This design comes from an exercise in tuning for small area, a short achievable clock period and few clock cycles per item on the open sky130 flow, not from production work.
Function was checked by simulation only, so behaviour that the tests miss may differ from the original.
Power and IR drop assume default switching activity.

==> flow/design.v (excerpt) <==
module tri_setup_top (
	input  logic                     clk100,
	input  logic                     rst_n,
	input  logic                     next_frame,
	input  tri_setup_pkg::vtx_word_t vtx_data,
	input  logic                     vtx_empty,
	input  logic                     tri_wait,
	output logic                     vtx_pop,
	output tri_setup_pkg::tri_word_t tri_data,
	output logic                     tri_push
);
	localparam int W  = tri_setup_pkg::COORD_W;
	localparam int CW = tri_setup_pkg::CNT_W;
	logic                    idle;
	logic                    norm;
	logic                    run;
	logic                    first;
	logic [3*(W+1)-1:0]      dx;
	logic [3*(W+1)-1:0]      dy;
	tri_setup_pkg::tri_hdr_t hdr;
	logic [2:0]              ord;
	logic [W+1:0]            w    [0:2];
	logic [W:0]              d    [0:2];
	logic [2:0]              neg;
	logic [2:0]              last;
	logic [2:0]              step;
	logic [5:0]              digit;
	logic [2:0]              dnz;
	vertex_sort u_sort (
		.clk100   (clk100),
		.idle     (idle),
		.norm     (norm),
		.vtx_data (vtx_data),
		.dx       (dx),
		.dy       (dy),
		.hdr      (hdr),
		.ord      (ord)
	);
	for (genvar k = 0; k < 3; k++)
	begin : g_edge
		logic [W+1:0]  w_norm;
		logic [W-1:0]  d_norm;
		logic [3:0]    lza_norm;
		logic [3:0]    lzd_norm;
		logic          neg_norm;
		slope_issue u_issue (
			.dx     (w[k][W:0]),
			.dy     (d[k]),
			.w_init (w_norm),
			.dvs    (d_norm),
			.lz_a   (lza_norm),
			.lz_d   (lzd_norm),
			.neg    (neg_norm)
		);
		slope_divider u_div (
			.clk100   (clk100),
			.idle     (idle),
			.norm     (norm),
			.run      (run),
			.first    (first),
			.dx_in    (dx[k*(W+1) +: W+1]),
			.dy_in    (dy[k*(W+1) +: W+1]),
			.w_norm   (w_norm),
			.d_norm   (d_norm),
			.lza_norm (lza_norm),
  ...
For scale: ~4300 cells after synthesis, about 330 flip-flops, about 210 I/O pins.
make LEC_CHECK=0 ABC_AREA=1 CAP_MARGIN=20 CORE_MARGIN=2 CORE_UTILIZATION=40 SETUP_SLACK_MARGIN=1.3 SLEW_MARGIN=20 finish   # period 4.5 ns
run.sh (not shown) runs the stock make flow with config.mk's settings and CLKGATE_MAP_FILE= SYNTH_SCRIPT=/design/flow/synth_recipe.tcl, a recipe that flattens the netlist after the stock synthesis.
The first run completed with no timing, DRC or antenna violations.
Testbench counts at the start, summed over its fixed seeds: cycles 8,061, items 800.
Edit:
Settings changed: CORE_UTILIZATION 40 to 60, SETUP_SLACK_MARGIN 1.3 to 1.1.
The changed run passed the timing, DRC and antenna checks.
Count of clock-buffer cells in the layout went down by 9.
Area after synthesis is unchanged.
Synthesized cell count is unchanged.
Routed wire length went down by 7.0%.
Edit:
Settings changed: CORE_UTILIZATION 60 to 40, CTS_BUF_LIST from default to sky130_fd_sc_hd__clkbuf_4 sky130_fd_sc_hd__clkbuf_8.
The new run passed the timing, DRC and antenna checks.
Wire length came out higher by about 4.3%.
Total power is about the same.
Count of clock-buffer cells in the layout went up by 36.
Cell count rises by 7.0%.
Synthesized area stays the same.
First-iteration DRC count goes down by 19%.
Combinational power barely changes.
Via count decreases by 1.0%.
Worst setup slack gets better by 58 ps.
Sequential power drops by about 0.8%.
Design area went up by 1.3%.
Edit:
Settings changed: ABC_AREA 1 to 0, CTS_BUF_LIST sky130_fd_sc_hd__clkbuf_4 sky130_fd_sc_hd__clkbuf_8 to default.
Global-route usage rose by 1.8 points.
Core utilization rose by 4.6 points.
Design area rose by roughly a tenth.
Synthesized area rose slightly.

* * *

alpha:
tri_setup_top again, from the RTL that the note above started with.
clock: 4.5 ns
lec_check: 0
abc_area: 1
cap_margin: 20
core_margin: 2
core_utilization: 40
setup_slack_margin: 1.0
slew_margin: 20
Testbench counts of alpha, summed over its fixed seeds: cycles 8,061, items 800.
### alpha -> beta
# alpha
export LEC_CHECK = 0
export ABC_AREA = 1
export CAP_MARGIN = 20
export CORE_MARGIN = 2
export CORE_UTILIZATION = 40
export SETUP_SLACK_MARGIN = 1.0
export SLEW_MARGIN = 20
create_clock -name core_clock -period 4.5 [get_ports {clk100}]
# beta
export LEC_CHECK = 0
export ABC_AREA = 1
export CAP_MARGIN = 20
export CORE_MARGIN = 2
export CORE_UTILIZATION = 40
export SETUP_SLACK_MARGIN = 1.1
export SLEW_MARGIN = 20
create_clock -name core_clock -period 4.5 [get_ports {clk100}]
- beta: no failed stages, no open violations at the end
- Relative to alpha, beta improves register-to-register slack.
- Comparing beta with alpha, the met2 usage in global routing came out essentially unchanged.
- Final routed wire length divided by cell count was higher in the run labelled alpha.
- The run with more routed wire is beta, not alpha.
- Of beta and alpha, alpha shows the lower slack of the critical path, with beta above it.
- Est. power | beta vs alpha | beta higher
- Comparing alpha with beta, the wire length of the first global-routing pass came out essentially unchanged.
- Sort beta and alpha by power dissipated in combinational cells desc -> top: beta
- Of the two values seen for start point of the critical path, g_edge[0].u_div.w[0]$_DFFE_PP_ was produced by beta and u_seq.norm$_DFF_PN0_ by alpha.

* * *

tri_setup_top, a different RTL version from the one above (not shown whole).
Size in the first run: ~4200 cells after synthesis, roughly 280 flip-flops, ~210 I/O pins, roughly 0.029 mm² of cells after synthesis.
## tri_setup_top
module tri_setup_top (
	input  logic                     clk100,
	input  logic                     rst_n,
	input  logic                     next_frame,
	input  tri_setup_pkg::vtx_word_t vtx_data,
	input  logic                     vtx_empty,
	input  logic                     tri_wait,
	output logic                     vtx_pop,
	output tri_setup_pkg::tri_word_t tri_data,
	output logic                     tri_push
);
make LEC_CHECK=0 ABC_AREA=1 CAP_MARGIN=20 CORE_MARGIN=2 CORE_UTILIZATION=40 SETUP_SLACK_MARGIN=1.0 SLEW_MARGIN=20 finish   # period 4.5 ns
The first run finished clean.
Testbench counts at the start, summed over its fixed seeds: cycles 8,061, items 800.
Then changed:
--- a/flow/config.mk
+++ b/flow/config.mk
@@ -12 +12 @@
-export SETUP_SLACK_MARGIN = 1.0
+export SETUP_SLACK_MARGIN = 1.5
- cell area came out higher by about a fifth
- sequential power is about the same
- worst setup slack loses 0.0064 ns
- routed wire length grows by roughly a tenth
- critical path depth goes down by 1

* * *

Another version of the RTL of tri_setup_top (not shown whole).
Size in the first run: ~4200 cells after synthesis, roughly 210 I/O pins, ~30000 um^2 of cells after synthesis.
Settings: LEC_CHECK=0, ABC_AREA=1, CAP_MARGIN=20, CORE_MARGIN=2, CORE_UTILIZATION=40, SETUP_SLACK_MARGIN=0.8, SLEW_MARGIN=20; clock period 4.5 ns.
Testbench counts at the start, summed over its fixed seeds: cycles 8,061, items 800.
Next try:
Settings changed: SETUP_SLACK_MARGIN 0.8 to 1.1.
Effect: Global-route usage went up by 0.30 points. Sequential share of layout area drops by 0.77 points. Area after synthesis stays the same. Sequential power falls slightly. Wire length grows slightly. Design area is higher by a few percent.

[what the ideal ports hide]
The flow's constraints put no driver on any port. The routed layouts listed below were extracted and timed again, unchanged, in two steps.
Step 1, drivers: a clkbuf_16 drives clk100 and a buf_2 each remaining input, both assumed.
Step 2 moves the port delays by t, midway between the first and last clock arrival at a register: inputs arrive t later, outputs are due t later. That takes back most of the time a late clock gives input paths.
a / b / c = ideal ports / drivers / drivers and shift; a / b = the first two.
| run | t (ns) | slack for setup (ns) | hold WS [ns] | worst setup path at the end |
|---|---|---|---|---|
| the first run of note 1 | 0.652 | 1.325 / 1.325 / 0.702 | 0.469 / 0.469 / 0.469 | input to register |
| the second run of note 1 | 0.623 | 1.152 / 1.152 / 0.652 | 0.464 / 0.464 / 0.464 | input to register |
| the third run of note 1 | 0.738 | 1.210 / 1.210 / 0.506 | 0.451 / 0.415 / 0.462 | input to register |
| the fourth run of note 1 | 0.651 | 0.747 / 0.747 / 0.426 | 0.467 / 0.467 / 0.467 | input to register |
| alpha | 0.663 | 1.144 / 1.079 / 0.527 | 0.462 / 0.462 / 0.462 | input to register |
| beta | 0.661 | 1.287 / 1.223 / 0.562 | 0.463 / 0.463 / 0.463 | input to register |
| the first run of note 3 | 0.626 | 0.765 / 0.700 / 0.224 | 0.510 / 0.510 / 0.510 | input to register |
| the second run of note 3 | 0.646 | 0.759 / 0.696 / 0.322 | 0.504 / 0.504 / 0.504 | input to register |
| the first run of note 4 | 0.653 | 0.899 / 0.922 / 0.269 | 0.488 / 0.488 / 0.488 | input to register |
| the second run of note 4 | 0.637 | 1.172 / 1.197 / 0.560 | 0.486 / 0.486 / 0.486 | input to register |
After both steps setup and hold are still met in every run listed. For beta, which loses most, drivers alone change the setup slack by -0.064 ns; drivers and shift together by -0.725 ns.
